Background: an optimization exercise with open tools, aiming at small area, a short achievable clock period and few clock cycles per item. Do not read the settings as production practice.
At most, simulation tests tie the RTL to the original design; equivalence was not proved.
No functional check of the RTL was part of runs 2 and 3.
Power and IR drop assume default switching activity.

==> flow/design.v <==
module axi_slave_mem #(
    parameter int ADDR_WIDTH = 32,
    parameter int DATA_WIDTH = 32,
    parameter int MEM_DEPTH  = 64
) (
    input  logic                    aclk,
    input  logic                    arst,
    input  logic [3:0]              awid,
    input  logic [ADDR_WIDTH-1:0]   awaddr,
    input  logic [3:0]              awlen,
    input  logic [2:0]              awsize,
    input  logic [1:0]              awburst,
    input  logic [1:0]              awlock,
    input  logic [1:0]              awcache,
    input  logic [1:0]              awprot,
    input  logic                    awvalid,
    output logic                    awready,
    input  logic [3:0]              wid,
    input  logic [DATA_WIDTH-1:0]   wdata,
    input  logic [DATA_WIDTH/8-1:0] wstrb,
    input  logic                    wlast,
    input  logic                    wvalid,
    output logic                    wready,
    output logic [3:0]              bid,
    output logic [1:0]              bresp,
    output logic                    bvalid,
    input  logic                    bready,
    input  logic [3:0]              arid,
    input  logic [ADDR_WIDTH-1:0]   araddr,
    input  logic [3:0]              arlen,
    input  logic [2:0]              arsize,
    input  logic [1:0]              arburst,
    input  logic [1:0]              arlock,
    input  logic [1:0]              arcache,
    input  logic [1:0]              arprot,
    input  logic                    arvalid,
    output logic                    arready,
    output logic [3:0]              rid,
    output logic [DATA_WIDTH-1:0]   rdata,
    output logic [1:0]              rresp,
    output logic                    rlast,
    output logic                    rvalid,
    input  logic                    rready
);
    localparam int BYTES = DATA_WIDTH / 8;
    localparam int LSB   = $clog2(BYTES);
    localparam int IDX_W = (MEM_DEPTH > 1) ? $clog2(MEM_DEPTH) : 1;
    typedef struct packed {
        logic [10:0] lo;      
        logic        hz;      
        logic        hn;      
        logic [3:0]  hx;      
        logic [3:0]  len;
        logic [2:0]  size;
        logic [1:0]  burst;
        logic [3:0]  id;
        logic [3:0]  cnt;     
        logic        err;     
    } bst_t;
    function automatic logic cfg_err(
        input logic [2:0] size,
        input logic [3:0] len,
        input logic [1:0] burst
    );
        logic bad_wrap;
        bad_wrap = (burst == 2'b10) &&
                   !(len == 4'd1 || len == 4'd3 ||
                     len == 4'd7 || len == 4'd15);
        cfg_err = (burst == 2'b11) || (int'(size) > LSB) || bad_wrap;
    endfunction
    function automatic bst_t load(
        input logic [ADDR_WIDTH-1:0] a,
        input logic [3:0]  len,
        input logic [2:0]  size,
        input logic [1:0]  burst,
        input logic [3:0]  id
    );
        bst_t s;
        s.lo    = a[10:0];
        s.hz    = (a[ADDR_WIDTH-1:11] == '0);
        s.hn    = (a[ADDR_WIDTH-1:15] == '1);
        s.hx    = a[14:11];
        s.len   = len;
        s.size  = size;
        s.burst = burst;
        s.id    = id;
        s.cnt   = 4'd0;
        s.err   = cfg_err(size, len, burst);
        load = s;
    endfunction
    function automatic logic oor(input bst_t s);
        oor = !s.hz || (s.lo[10:8] != 3'd0);
    endfunction
    function automatic logic last(input bst_t s);
        last = (s.cnt == s.len);
    endfunction
    function automatic bst_t advance(input bst_t s);
        bst_t        n;
        logic [10:0] below;      
        logic [10:0] g;          
        logic [10:0] cin;        
        logic [10:0] inc;        
        logic        cout;       
        logic [10:0] mask;       
        n = s;
        for (int j = 0; j < 11; j++) below[j] = (j < int'(s.size));
        g = s.lo | below;
        for (int j = 0; j < 11; j++) begin
            cin[j] = 1'b1;
            for (int k = 0; k < j; k++) cin[j] = cin[j] & g[k];
        end
        cout = &g;
        inc  = s.lo ^ (cin & ~below);
        mask = (11'(s.len) << s.size) | below;
        case (s.burst)
            2'b01: begin
                n.lo = inc;
                if (cout) begin
                    n.hz = s.hn && (s.hx == 4'hf);
                    n.hn = s.hn && (s.hx != 4'hf);
                    n.hx = s.hx + 4'd1;
                end
            end
            2'b10:   n.lo = (s.lo & ~mask) | (inc & mask);
            default: n.lo = s.lo;
        endcase
        n.cnt = s.cnt + 4'd1;
        advance = n;
    endfunction
    logic unused_ok;
    assign unused_ok = ^{awlock, awcache, awprot,
                         arlock, arcache, arprot};
    logic [MEM_DEPTH-1:0][DATA_WIDTH-1:0] mem;
    logic [MEM_DEPTH-1:0]  vld;
    logic                  m_we;
    logic [IDX_W-1:0]      m_widx;
    logic [BYTES-1:0]      m_strb;
    logic [DATA_WIDTH-1:0] m_wdat;
    always_ff @(posedge aclk or negedge arst) begin
        if (!arst) vld <= '0;
        else if (m_we) vld[m_widx] <= 1'b1;
    end
    for (genvar g = 0; g < MEM_DEPTH; g++) begin : g_word
        for (genvar b = 0; b < BYTES; b++) begin : g_byte
            always_ff @(posedge aclk)
                if (m_we && m_widx == IDX_W'(g) && (m_strb[b] || !vld[g]))
                    mem[g][b*8 +: 8] <= m_wdat[b*8 +: 8];
        end
    end
    bst_t       wc, wp;          
    logic       wc_v, wp_v, wc_fr;
    logic       aw_rdy, w_rdy;
    logic       bq0_v, bq1_v;
    logic [3:0] bq0_id, bq1_id;
    logic       bq0_e, bq1_e;
    bst_t       aw_in, ws;       
    bst_t       wcur;            
    logic       aw_hs, w_hs, ws_last, w_berr, b_push, b_pop;
    assign aw_in  = load(awaddr, awlen, awsize, awburst, awid);
    assign aw_hs  = awvalid && aw_rdy;
    assign w_hs   = wvalid && w_rdy;
    assign wcur    = wc_fr ? wc : advance(wc);
    assign ws      = wc_v ? wcur : aw_in;
    assign ws_last = last(ws);
    assign w_berr  = (wlast != ws_last) || (wid != ws.id) || oor(ws);
    assign b_push  = w_hs && ws_last;
    assign b_pop   = bq0_v && bready;
    always_ff @(posedge aclk or negedge arst) begin
        if (!arst) m_we <= 1'b0;
        else       m_we <= w_hs && !oor(ws);
    end
    always_ff @(posedge aclk) begin
        m_widx <= ws.lo[LSB +: IDX_W];
        m_strb <= wstrb;
        for (int b = 0; b < BYTES; b++)
            m_wdat[b*8 +: 8] <= wstrb[b] ? wdata[b*8 +: 8] : 8'd0;
    end
    bst_t wc_n, wp_n;
    logic wc_vn, wp_vn, wc_frn, bq0_vn, bq1_vn;
    logic [3:0] bq0_idn, bq1_idn;
    logic bq0_en, bq1_en;
    logic ws_err;
    always_comb begin
        wc_n   = wc;
        wc_vn  = wc_v;
        wc_frn = wc_fr;
        wp_n  = wp;
        wp_vn = wp_v;
        ws_err = ws.err || w_berr;
        if (w_hs) begin
            if (ws_last) begin
                if (wp_v) begin
                    wc_n   = wp;
                    wc_vn  = 1'b1;
                    wc_frn = 1'b1;
                    wp_vn  = 1'b0;
                end else if (aw_hs && wc_v) begin
                    wc_n   = aw_in;
                    wc_vn  = 1'b1;
                    wc_frn = 1'b1;
                end else begin
                    wc_vn = 1'b0;
                end
            end else begin
                wc_n     = ws;
                wc_n.err = ws_err;
                wc_vn    = 1'b1;
                wc_frn   = 1'b0;
            end
        end else if (aw_hs && !wc_v) begin
            wc_n   = aw_in;
            wc_vn  = 1'b1;
            wc_frn = 1'b1;
        end
        if (aw_hs && wc_v && !(w_hs && ws_last)) begin
            wp_n  = aw_in;
            wp_vn = 1'b1;
        end
        bq0_vn  = bq0_v;
        bq0_idn = bq0_id;
        bq0_en  = bq0_e;
        bq1_vn  = bq1_v;
        bq1_idn = bq1_id;
        bq1_en  = bq1_e;
        if (b_pop) begin
            bq0_vn  = bq1_v;
            bq0_idn = bq1_id;
            bq0_en  = bq1_e;
            bq1_vn  = 1'b0;
        end
        if (b_push) begin
            if (!bq0_vn) begin
                bq0_vn  = 1'b1;
                bq0_idn = ws.id;
                bq0_en  = ws_err;
            end else begin
                bq1_vn  = 1'b1;
                bq1_idn = ws.id;
                bq1_en  = ws_err;
            end
        end
    end
    always_ff @(posedge aclk or negedge arst) begin
        if (!arst) begin
            wc_v   <= 1'b0;
            wp_v   <= 1'b0;
            bq0_v  <= 1'b0;
            bq1_v  <= 1'b0;
            aw_rdy <= 1'b0;
            w_rdy  <= 1'b0;
        end else begin
            wc_v   <= wc_vn;
            wp_v   <= wp_vn;
            bq0_v  <= bq0_vn;
            bq1_v  <= bq1_vn;
            aw_rdy <= !wp_vn;
            w_rdy  <= !(bq1_vn && (!wc_vn ||
                        (wc_frn ? wc_n.cnt : wc_n.cnt + 4'd1) == wc_n.len));
        end
    end
    always_ff @(posedge aclk) begin
        wc     <= wc_n;
        wc_fr  <= wc_frn;
        wp     <= wp_n;
        bq0_id <= bq0_idn;
        bq0_e  <= bq0_en;
        bq1_id <= bq1_idn;
        bq1_e  <= bq1_en;
    end
    assign awready = aw_rdy;
    assign wready  = w_rdy;
    assign bvalid  = bq0_v;
    assign bid     = bq0_id;
    assign bresp   = {bq0_e, 1'b0};
    bst_t       rc, rp;          
    logic       rc_v, rp_v, ar_rdy;
    logic       ar_hs, fetch;
    bst_t       ar_in;
    logic [IDX_W-1:0] k_idx;
    logic             k_oor;
    logic                  o_v, o_last, o_err;
    logic [3:0]            o_id;
    logic [DATA_WIDTH-1:0] o_data;
    assign ar_in = load(araddr, arlen, arsize, arburst, arid);
    assign ar_hs = arvalid && ar_rdy;
    assign fetch = rc_v && (!o_v || rready);
    logic [MEM_DEPTH-1:0]  r_sel;
    logic [DATA_WIDTH-1:0] r_data;
    always_comb begin
        r_data = '0;
        for (int i = 0; i < MEM_DEPTH; i++)
            r_data = r_data | (mem[i] & {DATA_WIDTH{r_sel[i]}});
    end
    bst_t rc_n, rp_n, r_src;
    logic rc_vn, rp_vn, r_load;
    logic [IDX_W-1:0] k_idxn;
    logic             k_oorn;
    always_comb begin
        rc_n   = rc;
        rc_vn  = rc_v;
        rp_n   = rp;
        rp_vn  = rp_v;
        k_idxn = k_idx;
        k_oorn = k_oor;
        r_load = 1'b0;
        r_src  = rp_v ? rp : ar_in;
        if (fetch) begin
            if (last(rc)) begin
                if (rp_v) begin
                    r_load = 1'b1;
                    rp_vn  = 1'b0;
                end else if (ar_hs) begin
                    r_load = 1'b1;
                end else begin
                    rc_vn = 1'b0;
                end
            end else begin
                k_idxn = rc.lo[LSB +: IDX_W];
                k_oorn = oor(rc);
                rc_n   = advance(rc);
            end
        end else if (ar_hs && !rc_v) begin
            r_load = 1'b1;
        end
        if (r_load) begin
            rc_vn     = 1'b1;
            k_idxn    = r_src.lo[LSB +: IDX_W];
            k_oorn    = oor(r_src);
            rc_n      = advance(r_src);
            rc_n.cnt  = 4'd0;
        end
        if (ar_hs && rc_v && !(fetch && last(rc))) begin
            rp_n  = ar_in;
            rp_vn = 1'b1;
        end
    end
    always_ff @(posedge aclk or negedge arst) begin
        if (!arst) begin
            rc_v   <= 1'b0;
            rp_v   <= 1'b0;
            ar_rdy <= 1'b0;
            o_v    <= 1'b0;
        end else begin
            rc_v   <= rc_vn;
            rp_v   <= rp_vn;
            ar_rdy <= !rp_vn;
            if (fetch)       o_v <= 1'b1;
            else if (rready) o_v <= 1'b0;
        end
    end
    always_ff @(posedge aclk) begin
        rc    <= rc_n;
        rp    <= rp_n;
        k_idx <= k_idxn;
        k_oor <= k_oorn;
        for (int i = 0; i < MEM_DEPTH; i++)
            r_sel[i] <= vld[i] && !k_oorn && (k_idxn == IDX_W'(i));
        if (fetch) begin
            o_id   <= rc.id;
            o_last <= last(rc);
            o_err  <= rc.err || k_oor;
            o_data <= r_data;
        end
    end
    assign arready = ar_rdy;
    assign rvalid  = o_v;
    assign rid    = o_id;
    assign rlast  = o_last;
    assign rresp  = {o_err, 1'b0};
    assign rdata  = o_data;
endmodule
==> flow/run.sh <==
#!/bin/bash
# synth_recipe.tcl (not shown) runs the flow's synth.tcl, then flattens the netlist and writes it again
# the make line also repeats each setting of config.mk as NAME=value (left out here)
make -C /OpenROAD-flow-scripts/flow DESIGN_CONFIG=/design/flow/config.mk WORK_HOME=/design/flow/orfs CLKGATE_MAP_FILE= SYNTH_SCRIPT=/design/flow/synth_recipe.tcl finish
==> flow/config.mk <==
export PLATFORM = sky130hd
export DESIGN_NAME = axi_slave_mem
export DESIGN_NICKNAME = axi_slave_mem
export VERILOG_FILES = /design/flow/design.v
export SDC_FILE = /design/flow/constraint.sdc
export NUM_CORES = 4
export LEC_CHECK = 0
export CAP_MARGIN = 20
export CORE_MARGIN = 2
export CORE_UTILIZATION = 45
export CTS_CLUSTER_DIAMETER = 80
export CTS_CLUSTER_SIZE = 30
export PLACE_DENSITY = 0.55
export SETUP_SLACK_MARGIN = 5
export SLEW_MARGIN = 20
export SYNTH_MEMORY_MAX_BITS = 16384
==> flow/constraint.sdc <==
create_clock -name core_clock -period 8.0 [get_ports {aclk}]
set_input_delay 1.6000 -clock core_clock [delete_from_list [all_inputs] [get_ports {aclk}]]
set_output_delay 1.6000 -clock core_clock [all_outputs]
set_load 0.01 [all_outputs]
==> results of run 1 <==
-- worst reg2reg max path: stages, from the launching register on --
cell      delay (ns)
edfxtp_1        0.41
buf_4           0.16
buf_4           0.19
nor2_1          0.08
a21oi_2         0.21
and2_1          0.16
ha_2            0.19
ha_4            0.14
ha_4            0.13
a21oi_1         0.06
o22ai_1         0.16
a211oi_1        0.11
a21oi_1         0.23
nor4bb_4        0.36
nand4_1         0.16
a222oi_1        0.31
inv_1           0.06
-- cell type report --
cell class              count  share of cell area [%]
repair inverters            1                 0.00725
inverters                  57                   0.227
well taps                2656                    3.21
flip-flops and latches   2417                    68.7
diodes                      9                  0.0217
clock buffers             128                    3.00
clock inverters            96                    1.30
repair buffers            571                    4.53
multi-input cells        2458                    19.0
-- how the worst max path moves through the flow --
stage                     startpoint                end  slack, ns  cells past startpoint
floorplan                   awlen[2]    w_rdy$_DFF_PN0_       3.98                     12
global placement              rready  r_sel[22]$_DFF_P_       2.65                     11
detailed placement            rready  r_sel[38]$_DFF_P_       2.56                     11
CTS                 wc[12]$_DFFE_PP_    wc[0]$_DFFE_PP_       4.63                     16
global route        wc[12]$_DFFE_PP_    wc[0]$_DFFE_PP_       4.49                     16
finish                    awaddr[15]    wc[0]$_DFFE_PP_       4.55                      9
-- per-stage QoR --
step                util (%)  hold WS [ns]  area (µm²)  worst slack [ns]  std cells
floorplan                  -         0.400       90800              3.98       5214
global placement        48.8         0.401       97300              2.65       8041
detailed placement      48.8         0.420       97300              2.56       8042
CTS                     51.7         0.432      103000              4.63       8357
global route            52.0         0.440      104000              4.49       8386
finish                  52.0         0.429      104000              4.55       8393
-- power breakdown --
part           internal [mW]  switching (mW)
Sequential              14.3           0.842
Combinational           1.56            2.36
Clock                   3.32            4.58
-- cells by family after synthesis --
kind of cell	count (synthesis)	synth area share (%)
other cells	1	0.00417
buf+inv	342	1.46
mux	70	0.837
compound gates	1595	13.9
xor+xnor	44	0.467
fa+ha+maj	27	0.375
simple gates	717	4.26
flops	2417	78.7
-- sequential cells by signal, summed over array words and instances (netlist names), 31 cells and up --
signal / cells
rc: 35
vld: 64
wc: 35
mem: 2048
o_data: 32
wp: 31
rp: 31
r_sel: 64
m_wdat: 32
-- layer usage --
layer	wire (µm)	track usage [%]	up-vias
met5	61	0.450	-
met4	20600	15.5	8
met3	48000	9.31	891
met2	166000	54.4	4614
met1	135000	47.7	30897
li1	-	-	22611
-- cell usage in the layout (no fill, tap or decap), types with 14 or more instances in the layout --
cell             netlist  routed
a21oi_4                0      41
nand2_1              154     137
a21oi_1              311     226
o21ai_0               47      34
o21bai_1              37      37
nand3_1               37      34
a221o_1               17      17
a21o_1                28      27
edfxtp_1            2211    2211
xnor2_1               27      27
dfxtp_1              131      28
buf_4                  4     364
xor2_1                14      14
nor2_1               117      89
ha_1                  27      14
nand2b_1              19      16
buf_2                  9      58
a31oi_1               25      16
a221oi_1             513     509
or4_1                 37      34
and2_1                52      49
inv_1                 51      47
nor2_4                 0      28
clkdlybuf4s50_1        0      97
clkbuf_16              0     125
and3_1                77      73
a21oi_2                1      45
dfrtp_1               75      74
inv_8                  0      15
dfxtp_4                0      54
mux2i_1               48      32
nand4_1              147     147
dfxtp_2                0      49
a22o_1               520     519
buf_6                  1      15
-- what timing repair did --
item                                    in CTS  in global routing
endpoints found under the setup margin     547                361
hold buffers                                 0                  0
gates resized for setup                    440                 68
pin swaps                                   60                 44
buffers inserted                            87                 25
gates cloned                                 4                  2
==> flow_metrics.py, run 1 <==
metrics = {
    "yosys": {
        "yosysTopAreaCell": "edfxtp_1",
        "synthArstFlopShare_pct": 3.10,
        "yosys_warnings": 1,
        "synth_area_leaders": "edfxtp_1 (74%), a22o_1 (5.1%), a221oi_1 (5.0%)",
        "synth_common_cells": "edfxtp_1 (2211), a22o_1 (520), a221oi_1 (513), a21oi_1 (311), clkbuf_1 (255)",
        "ys_ff_latch": 2417,
        "synth.most_common_cell": "edfxtp_1",
        "yosysTopAreaCellShare_pct": 73.7,
        "syn_area_um2": 90000,
        "yosysSeqAreaShare_pct": 78.7,
        "ys.flop_type": "edfxtp_1",
        "synth_edf_count": 2211,
        "synthCells": 5213,
        "ys_types": 85,
        "avgSynthCellArea_um2": 17.3,
    },
    "global_routing": {
        "antenna_found_initial": 16,
        "track_usage_pct": 35.5,
        "grt_max_degree": 66,
        "grt_pass1_wl_um": 485000,
        "grt-ovfl-total": 0,
        "grt_pass1_vias": 54096,
    },
    "setup_path": {
        "timing.rr.start": "wc[11]$_DFFE_PP_",
        "worst_setup_path_start_kind": "input pin",
        "required_ns": 8.57,
        "cpLargestDelayFamily": "simple AND/OR/NAND/NOR gates",
        "reg2reg_depth": 16,
        "path_max_fanout": 2,
        "path_cells": "clkdlybuf4s50_1 > or4_4 > nor4_4 > nor2_1 > a31oi_2 > nor4bb_4 > nand4_1 > a222oi_1 > inv_1",
        "critPathSlowestCell": "or4_4",
        "r2r_slack_ns": 4.64,
        "end_kind": "flip-flop",
        "cp_data_arrival_time_ns": 4.02,
        "cpPeakStageDelay_ns": 0.50,
        "rr_endpoint": "wc[0]$_DFFE_PP_",
        "worstSetupPathType": "input pin to flip-flop",
        "critPathBufInv": 2,
    },
    "layout": {
        "layout-drive-gt1-share_pct": 18.7,
        "fill_cells": 16234,
        "multiInputGateArea_um2": 19700,
        "nets": 5803,
        "areaGrowthSynthToFinish_pct": 15.0,
        "ff_latch_area_um2": 71200,
    },
    "outcome": {
        "status": "complete, no violations",
    },
    "drt": {
        "drc": 0,
        "viasPerCell": 7.03,
        "vias": 59021,
        "drtIter0Drc": 10572,
        "totalWireLength_um": 369000,
        "drtPass1Iterations": 6,
        "ant_nets": 0,
        "post_drt_wl_per_cell_um": 44.0,
    },
    "clocking": {
        "clkLatencyLatePin_ns": 0.85,
        "clk_pin_slew_worst_paths_ns": 0.10,
        "cts_buffers": 120,
        "cts_sinks": 2417,
        "cts_tree": "built",
        "clock-root-buffer": "clkbuf_16",
        "htreeDepth": 3,
        "cts_max_path_buffers": 3,
    },
    "run": {
        "max_cap_viol_count": 0,
    },
    "sta": {
        "relSlewSlack_pct": 17.4,
        "finalCriticalPeriod_ns": 3.45,
        "hold_viol_final": 0,
        "worst_pin_slew_ns": 1.24,
        "slew_violations": 0,
        "fin_crit_sh_pct": 43.2,
        "fmax_mhz": 290,
        "setup_viol": 0,
        "fin_worst_skew_ns": 0.0583,
        "rsz0062_at_grt": "yes",
        "setup-tns-final_ns": 0,
    },
    "placed_design": {
        "routabilityCongestion": 1.14,
        "dp_hpwl_um": 216000,
        "port-buffer-count": 185,
    },
    "worst_hold_path": {
        "holdPathStages": 0,
        "min_to": "o_id[0]$_DFFE_PP_",
        "worstHoldStart": "rc[5]$_DFFE_PP_",
        "hold_class": "flip-flop to flip-flop",
    },
    "floorplan": {
        "die_x_um": 451,
        "ios": 200,
        "start_util_pct": 45.2,
        "die_h_um": 451,
        "row_count": 164,
        "core_um2": 199000,
        "fp.dieArea_um2": 204000,
    },
    "power_and_ir_drop": {
        "pwr_density_cell_nw_per_um2": 260,
        "power.total_mw": 27.0,
        "vdd_drop_max_v": 0.000244,
        "leakagePower_nw": 34.6,
    },
}
Testbench counts, summed over its fixed seeds: cycles 22,070, beats 28,664.
==> run 2: changes to the inputs <==
--- a/flow/design.v
+++ b/flow/design.v
@@ -148,42 +148,47 @@
         end
     end
     bst_t       wc, wp;          
-    logic       wc_v, wp_v, wc_fr;
+    logic       wc_v, wp_v;
+    logic [IDX_W-1:0] wk_idx;
+    logic             wk_oor;
     logic       aw_rdy, w_rdy;
     logic       bq0_v, bq1_v;
     logic [3:0] bq0_id, bq1_id;
     logic       bq0_e, bq1_e;
     bst_t       aw_in, ws;       
-    bst_t       wcur;            
+    bst_t       ws_nx;           
+    logic [IDX_W-1:0] ws_idx;
+    logic       ws_oor;
     logic       aw_hs, w_hs, ws_last, w_berr, b_push, b_pop;
     assign aw_in  = load(awaddr, awlen, awsize, awburst, awid);
     assign aw_hs  = awvalid && aw_rdy;
     assign w_hs   = wvalid && w_rdy;
-    assign wcur    = wc_fr ? wc : advance(wc);
-    assign ws      = wc_v ? wcur : aw_in;
+    assign ws      = wc_v ? wc : aw_in;
+    assign ws_idx  = wc_v ? wk_idx : aw_in.lo[LSB +: IDX_W];
+    assign ws_oor  = wc_v ? wk_oor : oor(aw_in);
+    assign ws_nx   = advance(ws);
     assign ws_last = last(ws);
-    assign w_berr  = (wlast != ws_last) || (wid != ws.id) || oor(ws);
+    assign w_berr  = (wlast != ws_last) || (wid != ws.id) || ws_oor;
     assign b_push  = w_hs && ws_last;
     assign b_pop   = bq0_v && bready;
     always_ff @(posedge aclk or negedge arst) begin
         if (!arst) m_we <= 1'b0;
-        else       m_we <= w_hs && !oor(ws);
+        else       m_we <= w_hs && !ws_oor;
     end
     always_ff @(posedge aclk) begin
-        m_widx <= ws.lo[LSB +: IDX_W];
+        m_widx <= ws_idx;
         m_strb <= wstrb;
         for (int b = 0; b < BYTES; b++)
             m_wdat[b*8 +: 8] <= wstrb[b] ? wdata[b*8 +: 8] : 8'd0;
     end
     bst_t wc_n, wp_n;
-    logic wc_vn, wp_vn, wc_frn, bq0_vn, bq1_vn;
+    logic wc_vn, wp_vn, bq0_vn, bq1_vn;
     logic [3:0] bq0_idn, bq1_idn;
     logic bq0_en, bq1_en;
     logic ws_err;
     always_comb begin
         wc_n   = wc;
         wc_vn  = wc_v;
-        wc_frn = wc_fr;
         wp_n  = wp;
         wp_vn = wp_v;
         ws_err = ws.err || w_berr;
@@ -192,25 +197,21 @@
                 if (wp_v) begin
                     wc_n   = wp;
                     wc_vn  = 1'b1;
-                    wc_frn = 1'b1;
                     wp_vn  = 1'b0;
                 end else if (aw_hs && wc_v) begin
                     wc_n   = aw_in;
                     wc_vn  = 1'b1;
-                    wc_frn = 1'b1;
                 end else begin
                     wc_vn = 1'b0;
                 end
             end else begin
-                wc_n     = ws;
+                wc_n     = ws_nx;
                 wc_n.err = ws_err;
                 wc_vn    = 1'b1;
-                wc_frn   = 1'b0;
             end
         end else if (aw_hs && !wc_v) begin
             wc_n   = aw_in;
             wc_vn  = 1'b1;
-            wc_frn = 1'b1;
         end
         if (aw_hs && wc_v && !(w_hs && ws_last)) begin
             wp_n  = aw_in;
@@ -254,13 +255,13 @@
             bq0_v  <= bq0_vn;
             bq1_v  <= bq1_vn;
             aw_rdy <= !wp_vn;
-            w_rdy  <= !(bq1_vn && (!wc_vn ||
-                        (wc_frn ? wc_n.cnt : wc_n.cnt + 4'd1) == wc_n.len));
+            w_rdy  <= !(bq1_vn && (!wc_vn || last(wc_n)));
         end
     end
     always_ff @(posedge aclk) begin
         wc     <= wc_n;
-        wc_fr  <= wc_frn;
+        wk_idx <= wc_n.lo[LSB +: IDX_W];
+        wk_oor <= oor(wc_n);
         wp     <= wp_n;
         bq0_id <= bq0_idn;
         bq0_e  <= bq0_en;
==> run 2 against run 1 <==
  * Flip-flop and latch count did not move
  * Highest routed layer unchanged
  * Critical endpoint is now wk_oor$_DFF_P_
  * Count of clock-buffer cells in the layout up 23
  * Clock power rose by 2%
  * Global-route usage is 1.1 points higher
  * First-iteration DRC count is 3.8% lower
  * Wire length is 3.2% higher
  * Core utilization increased by 0.47 points
  * Largest cell class unchanged
==> flow_metrics.py, run 2 <==
metrics = {
    "layout": {
        "final_common_cell": "edfxtp_1",
        "areaGrowthSynthToFinish_pct": 15.9,
        "largestRegisters": "mem (2048), r_sel (64), vld (64)",
        "nets": 5863,
        "largest_reg_flops": 2048,
        "final_cell_mix": "edfxtp_1 (2207), a22o_1 (520), a221oi_1 (517), buf_4 (391), a21oi_1 (231)",
        "instances_no_fill": 8457,
        "largest-register": "mem",
        "layout-drive-gt1-share_pct": 19.4,
    },
    "floorplan": {
        "fp.dieArea_um2": 204000,
        "core_um2": 200000,
        "die_x_um": 452,
        "ios": 200,
        "start_util_pct": 45.2,
        "row_count": 164,
        "die_h_um": 452,
    },
    "setup_path": {
        "critical_path.most_common_cell": "ha_4",
        "reg2reg_depth": 17,
        "path_cells": "buf_12 > mux2i_4 > and3_4 > ha_4 > o21bai_4 > or2_4 > nor2_4 > ha_4 > ha_4 > ha_4 > inv_2 > o21ai_1 > a22o_1 > a221oi_2 > a211oi_1 > a21oi_1 > or4b_1",
        "path_max_fanout": 5,
        "rr_endpoint": "wk_oor$_DFF_P_",
        "critPathSlowestCell": "or4b_1",
        "cp_data_arrival_time_ns": 4.12,
        "required_ns": 8.71,
        "r2r_slack_ns": 4.65,
        "end_kind": "flip-flop",
        "timing.rr.start": "wc_v$_DFF_PN0_",
        "worstSetupPathType": "input pin to flip-flop",
        "worst_setup_path_start_kind": "input pin",
        "cpPeakStageDelay_ns": 0.45,
    },
    "global_routing": {
        "grt_pass1_wl_um": 498000,
        "track_usage_pct": 36.6,
        "antenna_found_initial": 20,
        "grt-ovfl-total": 0,
        "grt_pass1_vias": 54523,
        "grt_max_degree": 65,
    },
    "sta": {
        "setup-tns-final_ns": 0,
        "relSlewSlack_pct": 19.1,
        "setup_viol": 0,
        "fin_crit_sh_pct": 42.7,
        "finalCriticalPeriod_ns": 3.41,
        "slew_violations": 0,
        "worst_pin_slew_ns": 1.21,
        "hold_viol_final": 0,
        "fin_worst_skew_ns": 0.0418,
        "fmax_mhz": 293,
        "rsz0062_at_grt": "yes",
    },
    "yosys": {
        "synthArstFlopShare_pct": 3.10,
        "synthCells": 5223,
        "yosysTopAreaCellShare_pct": 73.4,
        "ys_ff_latch": 2417,
        "avgSynthCellArea_um2": 17.3,
        "synth_common_cells": "edfxtp_1 (2207), a221oi_1 (524), a22o_1 (520), a21oi_1 (312), clkbuf_1 (251)",
        "syn_area_um2": 90300,
        "yosys_warnings": 1,
        "ys_types": 87,
        "synth_area_leaders": "edfxtp_1 (73%), a221oi_1 (5.1%), a22o_1 (5.0%)",
        "synth_edf_count": 2207,
        "yosysSeqAreaShare_pct": 78.4,
        "ys.flop_type": "edfxtp_1",
        "yosysTopAreaCell": "edfxtp_1",
        "synth.most_common_cell": "edfxtp_1",
    },
    "drt": {
        "totalWireLength_um": 381000,
        "wl_met1_um": 139000,
        "drtPass1Iterations": 8,
        "top_layer_used": "met5",
        "ant_nets": 0,
        "drc": 0,
        "met2_length_um": 170000,
        "post_drt_wl_per_cell_um": 45.1,
        "drtIter0Drc": 10166,
        "viasPerCell": 7.05,
        "dr_wl_met3_um": 48700,
        "vias": 59593,
    },
    "clocking": {
        "cts_tree": "built",
        "htreeDepth": 4,
        "clkLatencyLatePin_ns": 0.84,
        "cts_sinks": 2417,
        "clock-root-buffer": "clkbuf_16",
        "ctsHoldBuffers": 0,
        "cts_max_path_buffers": 3,
        "cts_buffers": 132,
        "clk_pin_slew_worst_paths_ns": 0.10,
    },
    "power_and_ir_drop": {
        "switchingPower_mw": 7.74,
        "vdd_drop_max_v": 0.000242,
        "combPwrFrac_pct": 14.9,
        "leakagePower_nw": 34.9,
        "power.internal_mw": 19.6,
        "power_frac_clock_pct": 29.4,
        "pwr_density_cell_nw_per_um2": 261,
        "seq_power_share_pct": 55.7,
        "swShare_pct": 28.3,
    },
    "worst_hold_path": {
        "hold_class": "flip-flop to flip-flop",
        "worstHoldStart": "rc[8]$_DFFE_PP_",
        "holdPathStages": 0,
        "min_to": "o_id[3]$_DFFE_PP_",
    },
    "outcome": {
        "status": "complete, no violations",
    },
    "placed_design": {
        "place_inst": 8042,
        "dp_hpwl_um": 224000,
        "port-buffer-count": 185,
        "routabilityCongestion": 1.15,
    },
    "run": {
        "max_cap_viol_count": 0,
    },
}
-- run 2: cell type report --
| type | count | area (µm²) |
|---|---|---|
| Antenna cell | 12 | 30.0 |
| Clock buffer | 151 | 3500 |
| Clock inverter | 85 | 1050 |
| Fill cell | 16207 | 94900 |
| Inverter | 59 | 318 |
| Multi-Input combinational cell | 2458 | 20000 |
| Sequential cell | 2417 | 71100 |
| Tap cell | 2656 | 3320 |
| Timing Repair Buffer | 618 | 5360 |
| Timing Repair inverter | 1 | 8.76 |
-- run 2: routing by layer --
layer | vias to the layer above | track usage (%)
met5 | - | 0
met4 | 18 | 17.1
met3 | 961 | 10.2
met2 | 4500 | 55.9
met1 | 31274 | 48.6
li1 | 22840 | -
-- run 2: worst max path at each step --
stage | start | to | slack [ns] | depth (start not counted)
floorplan | awsize[0] | wk_oor$_DFF_P_ | 3.78 | 17
global placement | rready | r_sel[8]$_DFF_P_ | 2.76 | 10
detailed placement | rready | r_sel[9]$_DFF_P_ | 2.71 | 10
CTS | awsize[1] | wk_oor$_DFF_P_ | 4.51 | 17
global route | awsize[1] | wk_oor$_DFF_P_ | 4.47 | 16
finish | awsize[1] | wk_oor$_DFF_P_ | 4.59 | 17
-- run 2: kinds of logic after synthesis --
kind of cell | after synthesis | synth area share [%]
flip-flops | 2417 | 78.4
AO/OA/AOI/OAI | 1615 | 14.0
AND/OR/NAND/NOR | 676 | 4.18
buffers and inverters | 353 | 1.58
multiplexers | 95 | 1.11
XOR/XNOR | 40 | 0.388
adder cells (fa/ha/maj) | 26 | 0.360
other | 1 | 0.00415
-- run 2: worst max-delay path: cells and delay by family --
| family | cells | cell delay (ns) |
|---|---|---|
| adders and majority gates | 4 | 0.56 |
| and+or+nand+nor | 4 | 1.00 |
| AOI/OAI and AO/OA | 6 | 0.76 |
| buffers and inverters | 2 | 0.12 |
| muxes | 1 | 0.07 |
-- run 2: timing repair --
action | 4_1_cts | 5_1_grt
setup buffers | 108 | 47
resized for setup | 448 | 119
pin swaps | 56 | 43
endpoints found under the hold margin | 0 | 0
setup endpoints to repair | 674 | 346
gates cloned | 11 | 1
-- run 2: power groups by stage --
stage | Clock [mW] | Sequential [mW] | Combinational (mW)
after floorplan | 0 | 15.0 | 2.09
after global placement | 0 | 15.4 | 3.08
after detailed placement | 0 | 15.4 | 3.11
after CTS | 8.06 | 15.1 | 3.74
after global routing | 8.48 | 15.2 | 4.28
final | 8.04 | 15.2 | 4.08
-- run 2: through the flow --
step / utilization (%) / worst slack (ns) / instance area [µm²] / total power [mW] / hold WS (ns)
CTS: 52.0 / 4.51 / 104000 / 26.9 / 0.430
global route: 52.4 / 4.47 / 105000 / 27.9 / 0.444
global placement: 48.9 / 2.76 / 97500 / 18.5 / 0.403
detailed placement: 48.9 / 2.71 / 97600 / 18.5 / 0.417
finish: 52.5 / 4.59 / 105000 / 27.3 / 0.428
floorplan: - / 3.78 / 91200 / 17.1 / 0.400
==> run 3: changes to the inputs <==
--- a/flow/design.v
+++ b/flow/design.v
@@ -127,6 +127,26 @@
         n.cnt = s.cnt + 4'd1;
         advance = n;
     endfunction
+    function automatic logic oor_adv(input bst_t s);
+        logic [10:0] below;
+        logic [10:0] g;
+        logic [10:0] mask;
+        logic [2:0]  hi3;        
+        logic        c8;         
+        for (int j = 0; j < 11; j++) below[j] = (j < int'(s.size));
+        g    = s.lo | below;
+        c8   = &g[7:0];
+        mask = (11'(s.len) << s.size) | below;
+        hi3[0] = mask[8]  ? (s.lo[8]  ^ c8)               : s.lo[8];
+        hi3[1] = mask[9]  ? (s.lo[9]  ^ (c8 && g[8]))     : s.lo[9];
+        hi3[2] = mask[10] ? (s.lo[10] ^ (c8 && (&g[9:8]))) : s.lo[10];
+        case (s.burst)
+            2'b01:   oor_adv = s.hz ? ((s.lo[10:8] != 3'd0) || c8) :
+                               !(s.hn && (s.hx == 4'hf) && (&g));
+            2'b10:   oor_adv = !s.hz || (hi3 != 3'd0);
+            default: oor_adv = oor(s);
+        endcase
+    endfunction
     logic unused_ok;
     assign unused_ok = ^{awlock, awcache, awprot,
                          arlock, arcache, arprot};
@@ -171,36 +191,36 @@
     assign w_berr  = (wlast != ws_last) || (wid != ws.id) || ws_oor;
     assign b_push  = w_hs && ws_last;
     assign b_pop   = bq0_v && bready;
-    always_ff @(posedge aclk or negedge arst) begin
-        if (!arst) m_we <= 1'b0;
-        else       m_we <= w_hs && !ws_oor;
-    end
-    always_ff @(posedge aclk) begin
-        m_widx <= ws_idx;
-        m_strb <= wstrb;
-        for (int b = 0; b < BYTES; b++)
-            m_wdat[b*8 +: 8] <= wstrb[b] ? wdata[b*8 +: 8] : 8'd0;
+    assign m_we   = w_hs && !ws_oor;
+    assign m_widx = ws_idx;
+    assign m_strb = wstrb;
+    for (genvar b = 0; b < BYTES; b++) begin : g_wdat
+        assign m_wdat[b*8 +: 8] = wstrb[b] ? wdata[b*8 +: 8] : 8'd0;
     end
     bst_t wc_n, wp_n;
     logic wc_vn, wp_vn, bq0_vn, bq1_vn;
     logic [3:0] bq0_idn, bq1_idn;
     logic bq0_en, bq1_en;
     logic ws_err;
+    logic wk_oorn;
     always_comb begin
-        wc_n   = wc;
-        wc_vn  = wc_v;
+        wc_n    = wc;
+        wc_vn   = wc_v;
+        wk_oorn = wk_oor;
         wp_n  = wp;
         wp_vn = wp_v;
         ws_err = ws.err || w_berr;
         if (w_hs) begin
             if (ws_last) begin
                 if (wp_v) begin
-                    wc_n   = wp;
-                    wc_vn  = 1'b1;
-                    wp_vn  = 1'b0;
+                    wc_n    = wp;
+                    wc_vn   = 1'b1;
+                    wk_oorn = oor(wp);
+                    wp_vn   = 1'b0;
                 end else if (aw_hs && wc_v) begin
-                    wc_n   = aw_in;
-                    wc_vn  = 1'b1;
+                    wc_n    = aw_in;
+                    wc_vn   = 1'b1;
+                    wk_oorn = oor(aw_in);
                 end else begin
                     wc_vn = 1'b0;
                 end
@@ -208,10 +228,12 @@
                 wc_n     = ws_nx;
                 wc_n.err = ws_err;
                 wc_vn    = 1'b1;
+                wk_oorn  = oor_adv(ws);
             end
         end else if (aw_hs && !wc_v) begin
-            wc_n   = aw_in;
-            wc_vn  = 1'b1;
+            wc_n    = aw_in;
+            wc_vn   = 1'b1;
+            wk_oorn = oor(aw_in);
         end
         if (aw_hs && wc_v && !(w_hs && ws_last)) begin
             wp_n  = aw_in;
@@ -255,13 +277,13 @@
             bq0_v  <= bq0_vn;
             bq1_v  <= bq1_vn;
             aw_rdy <= !wp_vn;
-            w_rdy  <= !(bq1_vn && (!wc_vn || last(wc_n)));
+            w_rdy  <= !bq1_vn;
         end
     end
     always_ff @(posedge aclk) begin
         wc     <= wc_n;
         wk_idx <= wc_n.lo[LSB +: IDX_W];
-        wk_oor <= oor(wc_n);
+        wk_oor <= wk_oorn;
         wp     <= wp_n;
         bq0_id <= bq0_idn;
         bq0_e  <= bq0_en;
==> run 3 against run 2 <==
  * First-iteration DRC count grew 11%
  * Wire length is 4.4% higher
  * Sequential power fell by 5%
  * Total power decreased by 2.7%
  * Worst setup slack lost 0.22 ns
  * Largest cell class unchanged
==> flow_metrics.py, run 3 <==
metrics = {
    "outcome": {
        "status": "complete, no violations",
    },
    "worst_hold_path": {
        "min_to": "o_id[3]$_DFFE_PP_",
        "worstHoldStart": "rc[8]$_DFFE_PP_",
        "hold_class": "flip-flop to flip-flop",
        "holdPathStages": 0,
    },
    "layout": {
        "largest-register": "mem",
        "multiInputGateArea_um2": 23700,
        "ff_latch_area_um2": 70300,
        "layout-drive-gt1-share_pct": 26.7,
        "largestRegisters": "mem (2048), r_sel (64), vld (64)",
        "instances_no_fill": 8572,
        "final_cell_mix": "edfxtp_1 (2220), a22o_1 (518), a221oi_1 (506), buf_12 (286), a21oi_4 (231)",
        "nets": 5991,
        "final_common_cell": "edfxtp_1",
        "final_area_um2": 112000,
        "largest_reg_flops": 2048,
        "areaGrowthSynthToFinish_pct": 24.7,
        "post-route-util_pct": 56.3,
        "fill_cells": 15215,
    },
    "yosys": {
        "yosysSeqAreaShare_pct": 78.0,
        "synth_compound_area_share_pct": 14.2,
        "ys_ff_latch": 2374,
        "avgSynthCellArea_um2": 17.3,
        "yosysTopAreaCellShare_pct": 74.1,
        "synthArstFlopShare_pct": 3.12,
        "synth_top_family_by_area": "compound AO/OA/AOI/OAI gates",
        "syn_area_um2": 89900,
        "yosys_warnings": 1,
        "ys_types": 88,
        "yosys.area_share.xor_xnor_pct": 0.349,
        "synth_area_leaders": "edfxtp_1 (74%), a22o_1 (5.0%), a221oi_1 (5.0%)",
        "yosysTopAreaCell": "edfxtp_1",
        "synth_edf_count": 2220,
        "synthCells": 5207,
        "ys.flop_type": "edfxtp_1",
        "synthMuxAreaShare_pct": 1.18,
        "synth.most_common_cell": "edfxtp_1",
        "synth-adder-area-share_pct": 0.376,
        "synth_common_cells": "edfxtp_1 (2220), a22o_1 (518), a221oi_1 (514), a21oi_1 (274), clkbuf_1 (251)",
        "synth_simple_gate_area_share_pct": 4.37,
    },
    "global_routing": {
        "grtUsageMet3_pct": 9.59,
        "grt_pass1_vias": 56133,
        "gr-usage-met2_pct": 57.5,
        "grt_max_degree": 65,
        "grt_pass1_wl_um": 519000,
        "use_met1_pct": 52.6,
        "grt-ovfl-total": 0,
        "antenna_found_initial": 29,
        "grt_busiest_layer": "met2",
        "track_usage_pct": 38.3,
    },
    "drt": {
        "vias": 61755,
        "ant_nets": 0,
        "post_drt_wl_per_cell_um": 46.4,
        "drtIter0Drc": 11303,
        "drtPass1Iterations": 6,
        "totalWireLength_um": 398000,
        "drc": 0,
        "viasPerCell": 7.20,
    },
    "sta": {
        "setup-tns-final_ns": 0,
        "slew_violations": 0,
        "fmax_mhz": 275,
        "finalCriticalPeriod_ns": 3.63,
        "fin_worst_skew_ns": 0.0451,
        "worst_pin_slew_ns": 1.22,
        "fin_crit_sh_pct": 45.4,
        "hold_viol_final": 0,
        "setup_viol": 0,
        "rsz0062_at_grt": "yes",
        "relSlewSlack_pct": 18.9,
        "fin_hold_ws_ns": 0.415,
    },
    "clocking": {
        "cts_buffers": 116,
        "clkLatencyLatePin_ns": 0.84,
        "ctsHoldBuffers": 0,
        "htreeDepth": 3,
        "cts_tree": "built",
        "clk_pin_slew_worst_paths_ns": 0.09,
        "clock-root-buffer": "clkbuf_16",
        "cts_sinks": 2374,
        "cts_max_path_buffers": 3,
    },
    "setup_path": {
        "timing.rr.start": "rp_v$_DFF_PN0_",
        "worst_setup_path_start_kind": "input pin",
        "rr_endpoint": "rc[33]$_DFFE_PP_",
        "path_max_fanout": 4,
        "cp_data_arrival_time_ns": 4.17,
        "required_ns": 8.54,
        "r2r_slack_ns": 4.44,
        "end_kind": "flip-flop",
        "worstSetupPathType": "input pin to flip-flop",
        "reg2reg_depth": 14,
    },
    "placed_design": {
        "place_area_um2": 99300,
        "dp_hpwl_um": 229000,
        "place_inst": 7854,
        "routabilityCongestion": 1.07,
        "port-buffer-count": 185,
    },
    "power_and_ir_drop": {
        "seq_power_share_pct": 54.6,
        "vdd_drop_max_v": 0.000237,
        "combPwrFrac_pct": 17.2,
        "switchingPower_mw": 7.92,
        "swShare_pct": 29.8,
        "power_frac_clock_pct": 28.1,
        "leakagePower_nw": 36.5,
        "pwr_density_cell_nw_per_um2": 237,
        "power.internal_mw": 18.7,
    },
    "floorplan": {
        "row_count": 164,
        "die_x_um": 451,
        "fp.dieArea_um2": 203000,
        "die_h_um": 451,
        "ios": 200,
        "start_util_pct": 45.1,
        "core_um2": 199000,
    },
    "run": {
        "max_cap_viol_count": 0,
    },
}
==> run 3: changes by cell type after synthesis, sizes merged, moves of 18 or more <==
cell,before,now
a21oi,314,274
dfxtp,135,80
nand2,147,85
nand3,35,81
nor3,24,59
o21ai,48,95
o21bai,68,50
==> run 3: power groups by stage <==
stage          combinational (mW)  clock [mW]  sequential, mW
2_1_floorplan                2.44           0            14.5
3_3_place_gp                 3.60           0            14.8
3_5_place_dp                 3.63           0            14.8
4_1_cts                      4.25        7.50            14.5
5_1_grt                      4.80        7.89            14.5
6_report                     4.58        7.48            14.5
==> run 3: per-layer routing <==
layer	up-vias	part of all wire [%]
met5	-	0.044
met4	18	5.8
met3	961	13
met2	5052	44
met1	32524	37
li1	23200	-
==> run 3: repair_timing <==
action                                  4_1_cts  5_1_grt
pin swaps                                    93       88
endpoints found under the setup margin     2390     2263
gates resized for setup                     628      155
cloned                                       16        5
hold endpoints to repair                      0        0
setup buffers                               425       51
==> run 3: cell type report <==
cell class	count	share of cell area (%)
Antenna cell	7	0.0156
Timing Repair inverter	3	0.0234
Clock inverter	88	0.955
Multi-Input combinational cell	2481	21.2
Inverter	51	0.263
Timing Repair Buffer	787	9.23
Clock buffer	125	2.68
Tap cell	2656	2.96
Sequential cell	2374	62.7
==> run 3: cells by family after synthesis <==
kind of cell / after synthesis
flip-flops: 2374
AO/OA/AOI/OAI: 1625
AND/OR/NAND/NOR: 689
buffers and inverters: 355
multiplexers: 101
XOR/XNOR: 35
adder cells (fa/ha/maj): 27
other: 1
==> run 3: through the flow <==
step | setup slack, ns | power, mW
global route | 4.24 | 27.2
global placement | 2.21 | 18.4
finish | 4.37 | 26.6
CTS | 4.39 | 26.2
floorplan | 3.73 | 17.0
detailed placement | 2.21 | 18.4
==> run 3: worst max path at each step <==
stage,start,endpoint,slack (ns),cells past startpoint
after detailed placement,rready,r_sel[35]$_DFF_P_,2.21,11
after global placement,rready,r_sel[35]$_DFF_P_,2.21,11
after floorplan,awaddr[21],mem[1488]$_DFFE_PP_,3.73,6
after global routing,arsize[2],rc[33]$_DFFE_PP_,4.24,14
after CTS,arsize[2],rc[33]$_DFFE_PP_,4.39,14
final,arsize[2],rc[33]$_DFFE_PP_,4.37,14
==> run 3: critical path, cell delays in order <==
cell	delay, ns
buf_8	0.10
mux2_4	0.29
nor3_4	0.23
ha_4	0.18
a211o_1	0.16
a31oi_4	0.06
and3_4	0.18
ha_4	0.16
ha_4	0.15
ha_4	0.20
nor2b_1	0.13
mux2_4	0.26
a222oi_1	0.31
o22ai_1	0.15
==> run 4: changes to the inputs <==
--- a/flow/design.v
+++ b/flow/design.v
@@ -191,11 +191,15 @@
     assign w_berr  = (wlast != ws_last) || (wid != ws.id) || ws_oor;
     assign b_push  = w_hs && ws_last;
     assign b_pop   = bq0_v && bready;
-    assign m_we   = w_hs && !ws_oor;
-    assign m_widx = ws_idx;
-    assign m_strb = wstrb;
-    for (genvar b = 0; b < BYTES; b++) begin : g_wdat
-        assign m_wdat[b*8 +: 8] = wstrb[b] ? wdata[b*8 +: 8] : 8'd0;
+    always_ff @(posedge aclk or negedge arst) begin
+        if (!arst) m_we <= 1'b0;
+        else       m_we <= w_hs && !ws_oor;
+    end
+    always_ff @(posedge aclk) begin
+        m_widx <= ws_idx;
+        m_strb <= wstrb;
+        for (int b = 0; b < BYTES; b++)
+            m_wdat[b*8 +: 8] <= wstrb[b] ? wdata[b*8 +: 8] : 8'd0;
     end
     bst_t wc_n, wp_n;
     logic wc_vn, wp_vn, bq0_vn, bq1_vn;
--- a/flow/config.mk
+++ b/flow/config.mk
@@ -14,3 +14,4 @@
 export SETUP_SLACK_MARGIN = 5
 export SLEW_MARGIN = 20
 export SYNTH_MEMORY_MAX_BITS = 16384
+export TNS_END_PERCENT = 10
==> run 4 against run 3 <==
  * Wire length fell by 5.0%
  * Die area rose by 0.58%
  * Worst hold slack improved by 0.012 ns
  * Highest routed layer unchanged
  * Critical path depth fell by 11
  * Critical endpoint is now mem[1665]$_DFFE_PP_
  * Design area fell by 8.0%
  * Fmax rose by 5.4%
==> flow_metrics.py, run 4 <==
metrics = {
    "floorplan": {
        "fp.dieArea_um2": 205000,
        "die_x_um": 452,
        "row_count": 164,
        "ios": 200,
        "die_h_um": 452,
        "core_um2": 200000,
        "start_util_pct": 45.3,
    },
    "power_and_ir_drop": {
        "leakagePower_nw": 34.4,
        "vdd_drop_max_v": 0.000241,
        "pwr_density_cell_nw_per_um2": 251,
        "power.total_mw": 25.9,
    },
    "yosys": {
        "synth-adder-area-share_pct": 0.373,
        "synth.most_common_cell": "edfxtp_1",
        "avgSynthCellArea_um2": 17.3,
        "synth_edf_count": 2220,
        "yosys_warnings": 1,
        "syn_area_um2": 90500,
        "yosysTopAreaCellShare_pct": 73.7,
        "ys_ff_latch": 2417,
        "synth_compound_area_share_pct": 13.8,
        "synthMuxAreaShare_pct": 1.16,
        "ys_types": 92,
        "yosysSeqAreaShare_pct": 78.5,
        "synth_common_cells": "edfxtp_1 (2220), a221oi_1 (515), a22o_1 (513), a21oi_1 (305), clkbuf_1 (245)",
        "yosys.area_share.xor_xnor_pct": 0.378,
        "synth_top_family_by_area": "compound AO/OA/AOI/OAI gates",
        "synthArstFlopShare_pct": 3.10,
        "synthCells": 5221,
        "yosysTopAreaCell": "edfxtp_1",
        "synth_simple_gate_area_share_pct": 4.28,
        "synth_area_leaders": "edfxtp_1 (74%), a221oi_1 (5.0%), a22o_1 (5.0%)",
        "ys.flop_type": "edfxtp_1",
    },
    "setup_path": {
        "cp_data_arrival_time_ns": 3.92,
        "worst_setup_path_start_kind": "flip-flop",
        "path_max_fanout": 16,
        "worstSetupPathType": "flip-flop to flip-flop",
        "end_kind": "flip-flop",
        "required_ns": 8.47,
    },
    "drt": {
        "drc": 0,
        "drtIter0Drc": 10987,
        "viasPerCell": 7.12,
        "ant_nets": 0,
        "totalWireLength_um": 378000,
        "vias": 59764,
        "post_drt_wl_per_cell_um": 45.1,
        "drtPass1Iterations": 6,
    },
    "global_routing": {
        "track_usage_pct": 36.3,
        "grt_pass1_wl_um": 497000,
        "grt_pass1_vias": 54817,
        "grt-ovfl-total": 0,
        "grt_max_degree": 68,
        "antenna_found_initial": 16,
    },
    "clocking": {
        "cts_tree": "built",
        "htreeDepth": 3,
        "clock-root-buffer": "clkbuf_16",
        "ctsHoldBuffers": 0,
        "cts_sinks": 2417,
        "cts_max_path_buffers": 3,
        "cts_buffers": 120,
        "clk_pin_slew_worst_paths_ns": 0.11,
        "clkLatencyLatePin_ns": 0.85,
    },
    "layout": {
        "fill_cells": 16419,
        "largest_reg_flops": 2048,
        "areaGrowthSynthToFinish_pct": 14.0,
        "final_common_cell": "edfxtp_1",
        "largest-register": "mem",
        "final_cell_mix": "edfxtp_1 (2220), a221oi_1 (513), a22o_1 (513), buf_4 (365), a21oi_1 (237)",
        "largestRegisters": "mem (2048), r_sel (64), vld (64)",
        "final_area_um2": 103000,
        "layout-drive-gt1-share_pct": 16.4,
        "post-route-util_pct": 51.6,
        "nets": 5794,
    },
    "sta": {
        "hold_viol_final": 0,
        "fin_crit_sh_pct": 43.1,
        "rsz0062_at_grt": "yes",
        "slew_violations": 0,
        "relSlewSlack_pct": 14.5,
        "fin_worst_skew_ns": 0.0733,
        "setup_viol": 0,
        "finalCriticalPeriod_ns": 3.45,
        "worst_pin_slew_ns": 1.28,
        "setup-tns-final_ns": 0,
        "setup_ws_ns": 4.55,
        "fmax_mhz": 290,
    },
    "placed_design": {
        "port-buffer-count": 185,
        "routabilityCongestion": 1.15,
        "dp_hpwl_um": 223000,
        "place_area_um2": 97300,
        "pre_cts_slack_ns": 2.73,
    },
    "outcome": {
        "status": "complete, no violations",
    },
    "run": {
        "max_cap_viol_count": 0,
    },
    "worst_hold_path": {
        "hold_class": "flip-flop to flip-flop",
    },
}
-- run 4: cell count changes in the layout (fill, tap and decap cells not counted), sizes merged, moves of 38 or more --
| cell | delta |
|---|---|
| dlygate4sd2 | +47 |
| o21ai | -54 |
| nand2 | +67 |
| buf | -277 |
| nand3 | -40 |
| dfxtp | +42 |
| nor2 | +38 |
-- run 4: critical path: stages, from the launching register on --
cell and delay (ns):
dfrtp_1 0.60, and3_1 0.79, nand2_1 0.63, a21oi_2 1.05
-- run 4: layout make-up --
type                            count  area (µm²)  share of cell area [%]
Tap cell                         2656        3320                    3.22
Timing Repair inverter              1        6.26                 0.00607
Sequential cell                  2417       71200                    69.0
Clock inverter                     98        1370                    1.33
Clock buffer                      129        3100                    3.01
Timing Repair Buffer              561        4760                    4.61
Antenna cell                       11        27.5                  0.0267
Inverter                           50         204                   0.198
Multi-Input combinational cell   2466       19100                    18.6
-- run 4: kinds of logic (layout without fill, tap and decap cells) --
| family | after synthesis | count (layout) |
|---|---|---|
| flops | 2417 | 2417 |
| compound gates | 1589 | 1589 |
| simple gates | 709 | 710 |
| buf+inv | 340 | 839 |
| mux | 99 | 99 |
| xor+xnor | 39 | 39 |
| fa+ha+maj | 27 | 27 |
| other cells | 1 | 13 |
-- run 4: where the power goes --
part,internal (mW),leakage (nW),switching [mW]
registers,14.1,22.4,0.549
logic,1.28,9.86,1.97
clock network,3.37,2.15,4.60
total,18.8,34.4,7.11
-- run 4: final timing paths --
kind,from,end,slack (ns),depth (start not counted)
max,m_we$_DFF_PN0_,mem[1665]$_DFFE_PP_,4.55,3
min,rc[5]$_DFFE_PP_,o_id[0]$_DFFE_PP_,0.43,0
max reg2reg,m_we$_DFF_PN0_,mem[1665]$_DFFE_PP_,4.55,3
min reg2reg,rc[5]$_DFFE_PP_,o_id[0]$_DFFE_PP_,0.43,0
max in group asynchronous,arst,vld[38]$_DFFE_PN0P_,6.14,2
min in group asynchronous,arst,aw_rdy$_DFF_PN0_,0.61,1
-- run 4: repair_timing --
action | 4_1_cts | 5_1_grt
endpoints found under the hold margin | 0 | 0
gates resized for setup | 239 | 45
cloned | 4 | 0
buffers inserted | 62 | 14
endpoints found under the setup margin | 381 | 572
pin swaps | 41 | 11
-- run 4: through the flow --
stage / cells / hold WS, ns
final: 8389 / 0.427
after global routing: 8379 / 0.440
after CTS: 8363 / 0.427
after detailed placement: 8070 / 0.413
after global placement: 8069 / 0.402
after floorplan: 5222 / 0.400
-- run 4: routing by layer --
metal	up-vias	routed length, µm	GRT usage, %	part of all wire, %
met2	4792	167000	54.9	44
met4	14	22100	16.5	5.8
met1	31374	140000	49.2	37
met3	941	48700	9.80	13
met5	-	91	0	0.024
li1	22643	-	-	-
Testbench counts of run 4, summed over its fixed seeds: cycles 22,070, beats 28,664.
==> run 5: changes to the inputs <==
--- a/flow/config.mk
+++ b/flow/config.mk
@@ -14,4 +14,3 @@
 export SETUP_SLACK_MARGIN = 5
 export SLEW_MARGIN = 20
 export SYNTH_MEMORY_MAX_BITS = 16384
-export TNS_END_PERCENT = 10
==> run 5 against run 4 <==
  * Still clean
  * Die area unchanged
  * Worst hold slack better by 0.0069 ns
  * Critical path depth up 10
  * Sequential power about the same
  * Count of clock-buffer cells in the layout up 6
  * Fmax up 5.3%
  * Total power up 1.7%
  * Global-route usage up 0.096 points
  * Critical path type is now input pin to flip-flop
  * Critical endpoint is now rc[33]$_DFFE_PP_
  * Largest cell class unchanged
  * Largest power group unchanged
==> flow_metrics.py, run 5 <==
metrics = {
    "sta": {
        "fin_crit_sh_pct": 40.9,
        "rsz0062_at_grt": "yes",
        "relSlewSlack_pct": 17.4,
        "fmax_mhz": 305,
        "worst_pin_slew_ns": 1.24,
        "fin_worst_skew_ns": 0.0621,
        "finalCriticalPeriod_ns": 3.27,
        "setup_viol": 0,
        "hold_viol_final": 0,
        "slew_violations": 0,
        "setup-tns-final_ns": 0,
    },
    "yosys": {
        "synthCells": 5221,
        "yosys_warnings": 1,
        "synth_edf_count": 2220,
        "yosysSeqAreaShare_pct": 78.5,
        "synth.most_common_cell": "edfxtp_1",
        "syn_area_um2": 90500,
        "yosysTopAreaCell": "edfxtp_1",
        "synthArstFlopShare_pct": 3.10,
        "synth_area_leaders": "edfxtp_1 (74%), a221oi_1 (5.0%), a22o_1 (5.0%)",
        "avgSynthCellArea_um2": 17.3,
        "yosysTopAreaCellShare_pct": 73.7,
        "ys_types": 92,
        "synth_common_cells": "edfxtp_1 (2220), a221oi_1 (515), a22o_1 (513), a21oi_1 (305), clkbuf_1 (245)",
        "ys.flop_type": "edfxtp_1",
        "ys_ff_latch": 2417,
    },
    "layout": {
        "largestRegisters": "mem (2048), r_sel (64), vld (64)",
        "final_area_um2": 104000,
        "nets": 5809,
        "largest_reg_flops": 2048,
        "final_common_cell": "edfxtp_1",
        "final_cell_mix": "edfxtp_1 (2220), a22o_1 (513), a221oi_1 (507), buf_4 (357), a21oi_1 (223)",
        "areaGrowthSynthToFinish_pct": 14.9,
        "largest-register": "mem",
        "post-route-util_pct": 52.0,
        "layout-drive-gt1-share_pct": 18.3,
    },
    "power_and_ir_drop": {
        "leakagePower_nw": 34.6,
        "switchingPower_mw": 7.25,
        "power.total_mw": 26.3,
        "swShare_pct": 27.6,
        "seq_power_share_pct": 55.8,
        "pwr_density_cell_nw_per_um2": 253,
        "power.internal_mw": 19.1,
        "combPwrFrac_pct": 13.5,
        "power_frac_clock_pct": 30.7,
        "vdd_drop_max_v": 0.000273,
    },
    "clocking": {
        "clk_pin_slew_worst_paths_ns": 0.10,
        "clock-root-buffer": "clkbuf_16",
        "cts_max_path_buffers": 3,
        "clkLatencyLatePin_ns": 0.85,
        "cts_tree": "built",
        "htreeDepth": 3,
        "cts_sinks": 2417,
        "cts_buffers": 121,
    },
    "global_routing": {
        "grt-ovfl-total": 0,
        "grt_max_degree": 65,
        "grt_pass1_wl_um": 497000,
        "grt_pass1_vias": 54394,
        "antenna_found_initial": 15,
        "track_usage_pct": 36.4,
    },
    "drt": {
        "vias": 59758,
        "ant_nets": 0,
        "viasPerCell": 7.11,
        "post_drt_wl_per_cell_um": 45.2,
        "drc": 0,
        "drtIter0Drc": 11486,
        "drtPass1Iterations": 6,
        "totalWireLength_um": 380000,
    },
    "floorplan": {
        "die_x_um": 452,
        "die_h_um": 452,
        "core_um2": 200000,
        "ios": 200,
        "row_count": 164,
        "start_util_pct": 45.3,
        "fp.dieArea_um2": 205000,
    },
    "placed_design": {
        "dp_hpwl_um": 221000,
        "port-buffer-count": 185,
        "place_area_um2": 97400,
        "routabilityCongestion": 1.11,
    },
    "setup_path": {
        "critical_path.most_common_cell": "ha_4",
        "critPathBufInv": 1,
        "end_kind": "flip-flop",
        "cpLargestDelayFamily": "adder cells",
        "required_ns": 8.56,
        "path_cells": "buf_8 > mux2_4 > nor3_4 > ha_4 > a211oi_4 > o31ai_4 > nor2b_1 > ha_2 > ha_4 > ha_4 > a32o_1 > a222oi_1 > o22ai_1",
        "path_max_fanout": 3,
        "cp_data_arrival_time_ns": 3.83,
        "cpPeakStageDelay_ns": 0.28,
        "worstSetupPathType": "input pin to flip-flop",
        "r2r_slack_ns": 4.84,
        "worst_setup_path_start_kind": "input pin",
        "critPathSlowestCell": "mux2_4",
    },
    "outcome": {
        "status": "complete, no violations",
    },
    "worst_hold_path": {
        "hold_class": "flip-flop to flip-flop",
    },
    "run": {
        "max_cap_viol_count": 0,
    },
}
## run 5: what timing repair did
| action | 4_1_cts | 5_1_grt |
|---|---|---|
| endpoints found under the setup margin | 422 | 340 |
| hold buffers | 0 | 0 |
| setup buffers | 85 | 18 |
| cloned | 7 | 2 |
| resized for setup | 422 | 100 |
| pin swaps | 47 | 32 |
## run 5: path summary, 6_finish.rpt
path | startpoint | to | depth (start not counted)
worst max-delay path | arsize[2] | rc[33]$_DFFE_PP_ | 13
worst min-delay path | rc[5]$_DFFE_PP_ | o_id[0]$_DFFE_PP_ | 0
worst max register to register | m_widx[2]$_DFF_P_ | mem[645]$_DFFE_PP_ | 4
worst min register to register | rc[5]$_DFFE_PP_ | o_id[0]$_DFFE_PP_ | 0
max in group asynchronous | arst | vld[17]$_DFFE_PN0P_ | 2
min in group asynchronous | arst | bq1_v$_DFF_PN0_ | 1
## run 5: power by group through the flow
stage / sequential [mW] / clock [mW] / combinational [mW]
final: 14.7 / 8.07 / 3.56
after global routing: 14.7 / 8.51 / 3.75
after CTS: 14.6 / 8.08 / 3.34
after detailed placement: 14.9 / 0 / 2.68
after global placement: 14.9 / 0 / 2.65
after floorplan: 14.7 / 0 / 1.81
## run 5: cells by family after synthesis
kind of cell	after synthesis	synth area share [%]
AOI/OAI and AO/OA	1589	13.8
muxes	99	1.16
DFF	2417	78.5
and+or+nand+nor	709	4.28
buffers and inverters	340	1.53
xor gates and xnor gates	39	0.378
adders and majority gates	27	0.373
other	1	0.00415
## run 5: area by class of cell
cell class,instances,area [µm²]
fillers,16358,95900
flip-flops and latches,2417,71200
multi-input cells,2466,19600
repair buffers,573,4870
well taps,2656,3320
clock buffers,135,3180
clock inverters,95,1400
inverters,50,219
diodes,12,30.0
repair inverters,3,23.8
## run 5: per-stage QoR
stage / worst slack [ns] / hold slack [ns] / std cells
after global routing: 4.62 / 0.440 / 8396
after detailed placement: 2.84 / 0.423 / 8052
final: 4.73 / 0.434 / 8407
after global placement: 2.86 / 0.402 / 8052
after CTS: 4.77 / 0.434 / 8374
after floorplan: 4.02 / 0.400 / 5222
## run 5: metal layers
metal	share of wire, %	track usage, %	vias up	wire length (µm)
met2	44	55.2	4685	168000
met4	5.6	15.9	8	21400
li1	-	-	22684	-
met5	0.012	0	-	47
met1	37	49.0	31454	139000
met3	13	10.4	927	50900
==> run 6: changes to the inputs <==
--- a/flow/config.mk
+++ b/flow/config.mk
@@ -7,10 +7,10 @@
 export LEC_CHECK = 0
 export CAP_MARGIN = 20
 export CORE_MARGIN = 2
-export CORE_UTILIZATION = 45
+export CORE_UTILIZATION = 62
 export CTS_CLUSTER_DIAMETER = 80
 export CTS_CLUSTER_SIZE = 30
-export PLACE_DENSITY = 0.55
+export PLACE_DENSITY = 0.72
 export SETUP_SLACK_MARGIN = 5
 export SLEW_MARGIN = 20
 export SYNTH_MEMORY_MAX_BITS = 16384
==> run 6 against run 5 <==
  * Fmax hardly changed
  * Die area is 27% lower
  * Worst setup slack better by 0.0019 ns
  * Count of clock-buffer cells in the layout is 4 higher
  * Sequential power hardly changed
  * Global-route usage is 10 points higher
  * Total power is 4.7% lower
  * Register-to-register slack worse by 0.09 ns
  * Clock skew is 0.0018 ns lower
  * Still clean
  * Combinational power is 3% lower
  * Largest cell class unchanged
  * Largest power group unchanged
==> flow_metrics.py, run 6 <==
metrics = {
    "outcome": {
        "status": "complete, no violations",
    },
    "placed_design": {
        "dp_hpwl_um": 198000,
        "pre_cts_slack_ns": 2.93,
    },
    "layout": {
        "final_cell_mix": "edfxtp_1 (2220), a22o_1 (513), a221oi_1 (513), buf_4 (277), a21oi_1 (159)",
        "areaGrowthSynthToFinish_pct": 12.5,
        "largestRegisters": "mem (2048), r_sel (64), vld (64)",
        "largest_reg_flops": 2048,
        "final_common_cell": "edfxtp_1",
        "largest-register": "mem",
        "layout-drive-gt1-share_pct": 17.3,
        "final_area_um2": 102000,
    },
    "global_routing": {
        "grt_max_degree": 65,
        "track_usage_pct": 46.6,
        "grt_pass1_wl_um": 461000,
    },
    "power_and_ir_drop": {
        "power.internal_mw": 18.3,
        "power.total_mw": 25.1,
        "pwr_density_cell_nw_per_um2": 246,
        "swShare_pct": 27.0,
        "combPwrFrac_pct": 13.8,
        "switchingPower_mw": 6.77,
    },
    "setup_path": {
        "rr_endpoint": "mem[1450]$_DFFE_PP_",
        "required_ns": 8.54,
        "critPathCapture": "rc[33]$_DFFE_PP_",
        "reg2reg_depth": 4,
        "worstSetupPathType": "input pin to flip-flop",
        "worstSetupStartpoint": "arsize[0]",
    },
    "clocking": {
        "clkLatencyLatePin_ns": 0.84,
        "clk_pin_slew_worst_paths_ns": 0.10,
        "ctsHoldBuffers": 0,
    },
    "worst_hold_path": {
        "hold_class": "flip-flop to flip-flop",
    },
    "yosys": {
        "synth_edf_count": 2220,
        "synth.most_common_cell": "edfxtp_1",
        "yosys_warnings": 1,
        "ys_ff_latch": 2417,
        "synth_common_cells": "edfxtp_1 (2220), a221oi_1 (515), a22o_1 (513), a21oi_1 (305), clkbuf_1 (245)",
    },
    "sta": {
        "worst_pin_slew_ns": 1.33,
        "finalCriticalPeriod_ns": 3.27,
        "setup_viol": 0,
        "fmax_mhz": 306,
        "hold_viol_final": 0,
        "rsz0062_at_grt": "yes",
        "setup-tns-final_ns": 0,
    },
    "floorplan": {
        "row_count": 140,
        "start_util_pct": 62.3,
        "ios": 200,
        "fp.dieArea_um2": 149000,
    },
    "drt": {
        "viasPerCell": 7.95,
        "post_drt_wl_per_cell_um": 46.2,
        "ant_nets": 0,
    },
}
==> run 6: cell counts after synthesis <==
Identical to the previous run, type by type.
==> run 6: critical path, cell delays in order <==
cell and delay (ns):
buf_8 0.10, mux2_4 0.29, nor3_4 0.23, ha_4 0.19, a211oi_4 0.05, o31ai_4 0.09
nor2b_2 0.07, ha_2 0.19, ha_4 0.16, ha_4 0.20, a32o_1 0.21, a222oi_1 0.26
o22ai_1 0.13
==> run 6: layout make-up <==
type                       instances  area, µm²
clock buffer                     139       2870
tap                             1917       2400
timing repair inverter             3       23.8
multi-input combinational       2465      20000
inverter                          50        234
fill                            9287      43500
clock inverter                    50        656
timing repair buffer             491       4220
antenna                            5       12.5
sequential                      2417      71300
==> run 6: per-stage QoR <==
stage          instances  util (%)
5_1_grt             7532      70.0
4_1_cts             7500      69.6
3_5_place_dp        7213      66.2
3_3_place_gp        7211      66.1
2_1_floorplan       5222         -
6_report            7537      70.1
==> run 6: worst min path at each step <==
| stage | start | endpoint | cells past startpoint |
|---|---|---|---|
| after global routing | rc[6]$_DFFE_PP_ | o_id[1]$_DFFE_PP_ | 0 |
| after CTS | rc[6]$_DFFE_PP_ | o_id[1]$_DFFE_PP_ | 0 |
| after detailed placement | rc[5]$_DFFE_PP_ | o_id[0]$_DFFE_PP_ | 0 |
| after floorplan | rc[5]$_DFFE_PP_ | o_id[0]$_DFFE_PP_ | 0 |
| final | rc[6]$_DFFE_PP_ | o_id[1]$_DFFE_PP_ | 0 |
| after global placement | rc[8]$_DFFE_PP_ | o_id[3]$_DFFE_PP_ | 0 |
==> run 6: metal layers <==
| metal | vias to the layer above | share of wire (%) |
|---|---|---|
| met3 | 1445 | 17 |
| met5 | - | 0.16 |
| met4 | 30 | 7.9 |
| met2 | 6115 | 43 |
| met1 | 29920 | 32 |
| li1 | 22433 | - |
==> run 6: kinds of logic after synthesis <==
logic type / Yosys count / synth area share, %
flip-flops: 2417 / 78.5
XOR/XNOR: 39 / 0.378
other: 1 / 0.00415
buffers and inverters: 340 / 1.53
multiplexers: 99 / 1.16
AND/OR/NAND/NOR: 709 / 4.28
adder cells (fa/ha/maj): 27 / 0.373
AO/OA/AOI/OAI: 1589 / 13.8
==> run 6: what timing repair did <==
| item | CTS | global route |
|---|---|---|
| setup buffers | 91 | 32 |
| hold endpoints to repair | 0 | 0 |
| gates resized for setup | 425 | 98 |
| endpoints found under the setup margin | 738 | 348 |
| pin swaps | 49 | 50 |
| gates cloned | 7 | 0 |
==> run 6: power by group through the flow <==
stage	combinational (mW)	sequential, mW	clock [mW]
6_report	3.46	14.7	6.87
5_1_grt	3.62	14.7	7.22
4_1_cts	3.23	14.7	6.81
3_5_place_dp	2.60	15.0	0
3_3_place_gp	2.56	15.0	0
2_1_floorplan	1.81	14.7	0

Setup slack of run 6, layout unchanged: 4.728 ns with ideal ports, 4.745 ns with driving cells assumed (clock clkbuf_16, inputs buf_2), 3.881 ns with port delays also shifted by the 0.891 ns mid clock arrival.
